Background: an optimization exercise with open tools, aiming at small area, a short achievable clock period and few clock cycles per item. Do not read the settings as production practice.
Only simulation tests tie the RTL to the original design; equivalence was not proved.
Power and IR drop assume default switching activity.

===== flow/config.mk =====
export PLATFORM = sky130hd
export DESIGN_NAME = bit_rev_reorder
export DESIGN_NICKNAME = bit_rev_reorder
export VERILOG_FILES = /design/flow/design.v
export SDC_FILE = /design/flow/constraint.sdc
export NUM_CORES = 4
export LEC_CHECK = 0
export CAP_MARGIN = 20
export CORE_MARGIN = 2
export CORE_UTILIZATION = 62
export CTS_CLUSTER_DIAMETER = 80
export CTS_CLUSTER_SIZE = 25
export SETUP_SLACK_MARGIN = 2.5
export SLEW_MARGIN = 20

===== flow/constraint.sdc =====
create_clock -name core_clock -period 5.0 [get_ports {Clk}]
set_input_delay 1.0000 -clock core_clock [delete_from_list [all_inputs] [get_ports {Clk}]]
set_output_delay 1.0000 -clock core_clock [all_outputs]
set_load 0.01 [all_outputs]

===== flow/design.v =====
module bit_rev_reorder #(
    parameter int LOG2N  = 7,
    parameter int DATA_W = 16
) (
    input  logic              Clk,
    input  logic              reset,
    input  logic              start,
    input  logic              in_valid,
    input  logic [DATA_W-1:0] in_re,
    input  logic [DATA_W-1:0] in_im,
    output logic              out_valid,
    output logic [DATA_W-1:0] out_re,
    output logic [DATA_W-1:0] out_im,
    output logic [LOG2N-1:0]  out_index,
    output logic              busy,
    output logic              tc
);
    localparam int N   = 1 << LOG2N;
    localparam int W   = 2 * DATA_W;
    localparam int GB  = 2;
    localparam int G   = 1 << GB;
    localparam int RB  = LOG2N - GB;
    localparam int R   = 1 << RB;
    function automatic logic [LOG2N-1:0] rev(input logic [LOG2N-1:0] a);
        for (int i = 0; i < LOG2N; i++) rev[i] = a[LOG2N-1-i];
    endfunction
    logic             acc;           
    logic [LOG2N-1:0] acnt;          
    logic             cur_mode;      
    logic             nxt_mode;      
    logic             cur_nat;       
    logic             new_nat;
    logic [LOG2N-1:0] wr_addr;
    logic             idle;
    logic             take_in;       
    logic             ld_end;        
    assign acc     = start & idle;
    assign take_in = ~idle & in_valid;
    assign ld_end  = take_in & (&acnt);
    assign new_nat = 1'b0;
    assign nxt_mode = ~(cur_mode ^ cur_nat);
    assign wr_addr  = cur_mode ? rev(acnt) : acnt;
    always_ff @(posedge Clk or posedge reset) begin
        if (reset) begin
            busy     <= 1'b0;
            idle     <= 1'b1;
            acnt     <= '0;
            cur_mode <= 1'b0;
            cur_nat  <= 1'b0;
        end else if (acc) begin
            busy     <= 1'b1;
            idle     <= 1'b0;
            acnt     <= '0;
            cur_mode <= nxt_mode;
            cur_nat  <= new_nat;
        end else if (take_in) begin
            acnt <= acnt + LOG2N'(1);
            if (ld_end) begin
                busy <= 1'b0;
                idle <= 1'b1;
            end
        end
    end
    logic [N-1:0]       w_en;
    logic [LOG2N:0]     mcnt;        
    always_comb begin
        for (int i = 0; i < N; i++) w_en[i] = take_in & (wr_addr == LOG2N'(i));
    end
    always_ff @(posedge Clk or posedge reset) begin
        if (reset) begin
            mcnt <= '0;
        end else if (acc) begin
            mcnt <= '0;
        end else if (take_in) begin
            mcnt <= mcnt + (LOG2N+1)'(1);
        end
    end
    logic [W-1:0] r_mem [N];
    always_ff @(posedge Clk) begin
        for (int r = 0; r < N; r++) begin
            if (w_en[r]) r_mem[r] <= {in_re, in_im};
        end
    end
    logic             rd_act;        
    logic [LOG2N-1:0] rcnt;          
    logic             rorder;        
    logic             rnat;
    logic             rd_cur;        
    logic             pend;          
    logic             p_order;
    logic             p_nat;
    logic [LOG2N-1:0] need;          
    logic [LOG2N-1:0] raddr;
    logic             go;
    logic             take;
    assign need  = rnat ? rcnt : rev(rcnt);
    assign raddr = rorder ? rcnt : rev(rcnt);
    assign go    = rd_act & (~rd_cur | ({1'b0, need} < mcnt));
    assign take  = pend & (~rd_act | (go & (&rcnt)));
    always_ff @(posedge Clk or posedge reset) begin
        if (reset) begin
            rd_act  <= 1'b0;
            rcnt    <= '0;
            rorder  <= 1'b0;
            rnat    <= 1'b0;
            rd_cur  <= 1'b0;
            pend    <= 1'b0;
            p_order <= 1'b0;
            p_nat   <= 1'b0;
        end else begin
            if (take) begin
                rd_act <= 1'b1;
                rcnt   <= '0;
                rorder <= p_order;
                rnat   <= p_nat;
            end else if (go) begin
                rcnt <= rcnt + LOG2N'(1);
                if (&rcnt) rd_act <= 1'b0;
            end
            if (acc) begin
                pend    <= 1'b1;
                p_order <= nxt_mode ^ new_nat;
                p_nat   <= new_nat;
                rd_cur  <= 1'b0;
            end else if (take) begin
                pend   <= 1'b0;
                rd_cur <= 1'b1;
            end
        end
    end
    logic             s0_v;
    logic             s0_tc;
    logic [LOG2N-1:0] s0_idx;
    logic [N-1:0]     s0_sel;
    always_ff @(posedge Clk or posedge reset) begin
        if (reset) begin
            s0_v  <= 1'b0;
            s0_tc <= 1'b0;
        end else begin
            s0_v  <= go;
            s0_tc <= go & (&rcnt);
        end
    end
    always_ff @(posedge Clk) begin
        for (int i = 0; i < N; i++) s0_sel[i] <= (raddr == LOG2N'(i));
        s0_idx <= rcnt;
    end
    logic [W-1:0]     s1_word [G];
    logic             s1_v;
    logic             s1_tc;
    logic [LOG2N-1:0] s1_idx;
    logic [W-1:0]     grp_word [G];
    always_comb begin
        for (int g = 0; g < G; g++) begin
            grp_word[g] = '0;
            for (int i = 0; i < R; i++) grp_word[g] = grp_word[g] | ({W{s0_sel[g * R + i]}} & r_mem[g * R + i]);
        end
    end
    always_ff @(posedge Clk) begin
        for (int g = 0; g < G; g++) s1_word[g] <= grp_word[g];
        s1_idx <= s0_idx;
    end
    always_ff @(posedge Clk or posedge reset) begin
        if (reset) begin
            s1_v  <= 1'b0;
            s1_tc <= 1'b0;
        end else begin
            s1_v  <= s0_v;
            s1_tc <= s0_tc;
        end
    end
    logic [W-1:0] out_word;
    always_comb begin
        out_word = '0;
        for (int g = 0; g < G; g++) out_word = out_word | s1_word[g];
    end
    always_ff @(posedge Clk or posedge reset) begin
        if (reset) begin
            out_valid <= 1'b0;
            tc        <= 1'b0;
        end else begin
            out_valid <= s1_v;
            tc        <= s1_tc;
        end
    end
    always_ff @(posedge Clk) begin
        out_index        <= s1_idx;
        {out_re, out_im} <= out_word;
    end
endmodule

===== flow/run.sh =====
#!/bin/bash
# synth_recipe.tcl (not shown) runs the flow's synth.tcl, then flattens the netlist and writes it again
# the make line also repeats each setting of config.mk as NAME=value (left out here)
make -C /OpenROAD-flow-scripts/flow DESIGN_CONFIG=/design/flow/config.mk WORK_HOME=/design/flow/orfs CLKGATE_MAP_FILE= SYNTH_SCRIPT=/design/flow/synth_recipe.tcl finish

==> summary.txt <==
Outcome
  • Status: timing/DRC/antenna clean

Power
  • LEAKAGE: 53.3 nW
  • Sequential power share: 0.618
  • Peak VDD IR: 0.000400 V
  • Sw frac: 0.254
  • Power share of the clock group: 0.280
  • Pwr/cell area: 403 mW/mm2
  • Switching power: 17.6 mW
  • Total power: 69.1 mW
  • Comb power frac: 0.103
  • Internal Power: 51.5 mW

GRT
  • Total grt overflow: 0
  • All-Layer GR Usage: 0.429
  • Largest net degree at the start of global routing: 129
  • Number of global-route vias before repair: 85318
  • First-pass GRT wire length: 728 mm
  • Initial antenna violation count: 69

Yosys
  • Synth warn: 4
  • Compound-Gate Fraction of Synth Area: 0.106
  • Post-Synth XOR/XNOR Area: 0.000227
  • Net Count, Synth: 8122
  • Synth Cell Area: 0.154 mm2
  • Main area contributors after synthesis: edfxtp_1, a22oi_1, dfxtp_1, a22o_1, a221oi_1
  • Post-synth top area cell: edfxtp_1
  • Post-synth top flop: edfxtp_1
  • Synth Area in Adders: 0.000731
  • Largest family of logic cells by synthesized area: compound AO/OA/AOI/OAI gates
  • Post-Syn Instances: 8077
  • Netlist cell types: 44
  • Post-Synth Simple-Gate Area: 0.0375
  • Share of the synthesized area in the top cell type: 0.798
  • Sequential fraction of the synthesis area: 0.844
  • Post-synth ARST share: 0.00788
  • Mux contribution to synthesized area: 0.000609
  • Post-synth EDFFs: 4096
  • Synth Register Bits: 4440
  • Syn Area/Cell: 19.1 um2

STA
  • Fmax: 371 MHz
  • Endpoints failing hold: 0
  • Final min period: 2700 ps
  • Max-slew headroom: 0.176
  • Layout Skew: 42.4 ps
  • Setup violations, final: 0
  • Setup TNS: 0 ps
  • Slew Limit Fails: 0
  • Final period utilization: 0.539
  • RSZ-0062 raised after global routing: true
  • Slew at the pin closest to its max-slew limit: 1240 ps

Detailed routing
  • Avg WL per Cell: 45.5 um
  • Drt drc: 0
  • DRT Pass-1 Iters: 6
  • Final WL: 549 mm
  • Via Count: 92719
  • DRT antenna net count: 0
  • Iter 0 DRT Violations: 19489
  • Vias per cell: 7.68

Die
  • Core area: 0.248 mm2
  • Initial core utilization: 0.621
  • Die ar.: 0.253 mm2
  • DIE WIDTH: 503 um
  • Die height: 503 um
  • Top Ports: 78
  • Std cell rows: 183

Clocking
  • CTS clk-pin slew, worst paths: 100 ps
  • Clk sinks: 4440
  • Worst-Skew Late Latency: 900 ps
  • Hold_buf cts: 0
  • Root buffer cell: clkbuf_16
  • Number of H-tree levels: 4
  • CTS buffer count: 198
  • CTS tree: built
  • Max clock buf depth: 3

Critical path
  • Worst-path maximum fanout: 32
  • WS Path Type: reg2reg
  • CP arrival: 3430 ps
  • Crit path launch type: register
  • Critical Path RT: 5730 ps
  • CP Capture Type: register

Cells and area
  • Commonest cells after routing, fill and taps aside: edfxtp_1, a22oi_1, buf_4
  • Nets: 8529
  • P&R area growth vs syn: 11.2%
  • Layout cells sized above 1: 0.135
  • Commonest non-fill, non-tap cell in the layout: edfxtp_1
  • Post-Layout Cell Count: 12067

Placed design
  • Placed wire-length estimate: 304 mm
  • Dpl cells: 11416
  • Port bufs: 77
  • GPL Wtd Cong: 0.905

Job
  • Maxcap violations: 0

Min path
  • Worst hold path type: reg2reg
-- synthesized netlist by cell type, types with 4 or more instances --
| cell | number |
|---|---|
| a21oi_1 | 8 |
| a221oi_1 | 258 |
| a22o_1 | 260 |
| a22oi_1 | 1532 |
| buf_1 | 62 |
| clkbuf_1 | 355 |
| dfrtp_1 | 34 |
| dfxtp_1 | 309 |
| edfxtp_1 | 4096 |
| ha_1 | 9 |
| inv_1 | 11 |
| mux2i_1 | 6 |
| nand2_1 | 75 |
| nand2b_1 | 13 |
| nand3_1 | 270 |
| nand3b_1 | 8 |
| nand4_1 | 262 |
| nor2_1 | 274 |
| nor2b_1 | 5 |
| o21ai_0 | 29 |
| o31ai_1 | 5 |
| or3_1 | 4 |
| or4_1 | 160 |
-- sequential cells by signal, summed over array words and instances, names as in the netlist, 7 cells and up --
| signal | cells |
|---|---|
| s1_word | 128 |
| mcnt | 8 |
| out_index | 7 |
| rcnt | 7 |
| out_re | 16 |
| out_im | 16 |
| acnt | 7 |
| s0_idx | 7 |
| s0_sel | 128 |
| r_mem | 4096 |
| s1_idx | 7 |
-- final timing paths --
check | start | to | slack (ps) | depth (start not counted)
max in group asynchronous | reset | cur_mode | 4060 | 3
min | s1_idx[6] | out_index[6] | 330 | 0
max | s0_sel[83] | s1_word[2][20] | 2300 | 5
min reg2reg | s1_idx[6] | out_index[6] | 330 | 0
max reg2reg | s0_sel[83] | s1_word[2][20] | 2300 | 5
min in group asynchronous | reset | s0_v | 540 | 3
-- worst max-delay path, cell delays in order (launching register included) --
cell      delay [ps]
dfxtp_2          330
buf_4            330
a22o_1           370
a221oi_1         540
nand3_1          240
or4_1            660
-- power groups by stage --
stage	clock (mW)	combinational, mW	sequential, mW
after floorplan	0	2.88	42.6
after global placement	0	6.56	43.4
after detailed placement	0	6.61	43.4
after CTS	19.2	6.79	42.6
after global routing	20.4	7.19	42.6
final	19.3	7.09	42.7
-- per-layer routing --
metal / share of wire / vias up / track usage / wire, um
met5: 0.00052 / - / 0 / 288
met4: 0.051 / 42 / 0.189 / 28000
met3: 0.16 / 1339 / 0.119 / 85400
met2: 0.45 / 9127 / 0.640 / 247000
met1: 0.34 / 47457 / 0.601 / 188000
li1: - / 34754 / - / -
-- cells by family after synthesis --
kind of cell / count (synthesis)
simple gates: 1084
compound gates: 2101
buf+inv: 430
xor+xnor: 4
mux: 9
flops: 4440
fa+ha+maj: 9
-- metrics by stage --
step	cell area (um2)	utilization	hold slack, ps	setup WS [ps]
4_1_cts	171000	0.688	334	2410
6_report	171000	0.691	330	2300
3_3_place_gp	162000	0.653	316	1010
5_1_grt	171000	0.690	338	2420
3_5_place_dp	162000	0.653	312	971
2_1_floorplan	155000	-	310	2420
-- cell type report --
type,instances,area (um2)
inverter,11,41.3
multi-input combinational,3209,23900
sequential,4440,130000
clock inverter,22,277
antenna,79,198
clock buffer,352,5710
fill,15899,76600
tap,3330,4170
timing repair buffer,624,6840
-- timing repair --
item,4_1_cts,5_1_grt
buffers inserted,174,16
resized for setup,298,59
pin swaps,71,10
cloned,3,5
setup endpoints to repair,4150,1544
endpoints found under the hold margin,0,0
Testbench counts, summed over its fixed seeds: cycles 17,376, frames 128.

re-timing with driven ports:
Ports are ideal in the flow. The routed layout listed here was re-timed in OpenROAD. Step 1 (the two cells are an assumption about what drives the block):
set clk [get_ports {Clk}]
set_driving_cell -lib_cell sky130_fd_sc_hd__clkbuf_16 $clk
set_driving_cell -lib_cell sky130_fd_sc_hd__buf_2 [delete_from_list [all_inputs] $clk]
Step 2, shift: input delay + t, output delay - t, t = (earliest + latest rising clock arrival at the registers) / 2. This alone moves slack from input paths to output paths. Three values: ideal ports, drivers, drivers and shift; two values: the first two.
shift t [ns]: 0.979
slack for setup (ns): 2.303 / 2.303 / 1.664
worst hold slack (ns): 0.330 / 0.305 / 0.330
clock arrival spread, ns: 0.053 / 0.054
cell pins on the clock port's net: 1
After both steps setup and hold are still met in this run. The setup slack of this run moves by 0.000 ns with the drivers and by -0.639 ns with both steps.
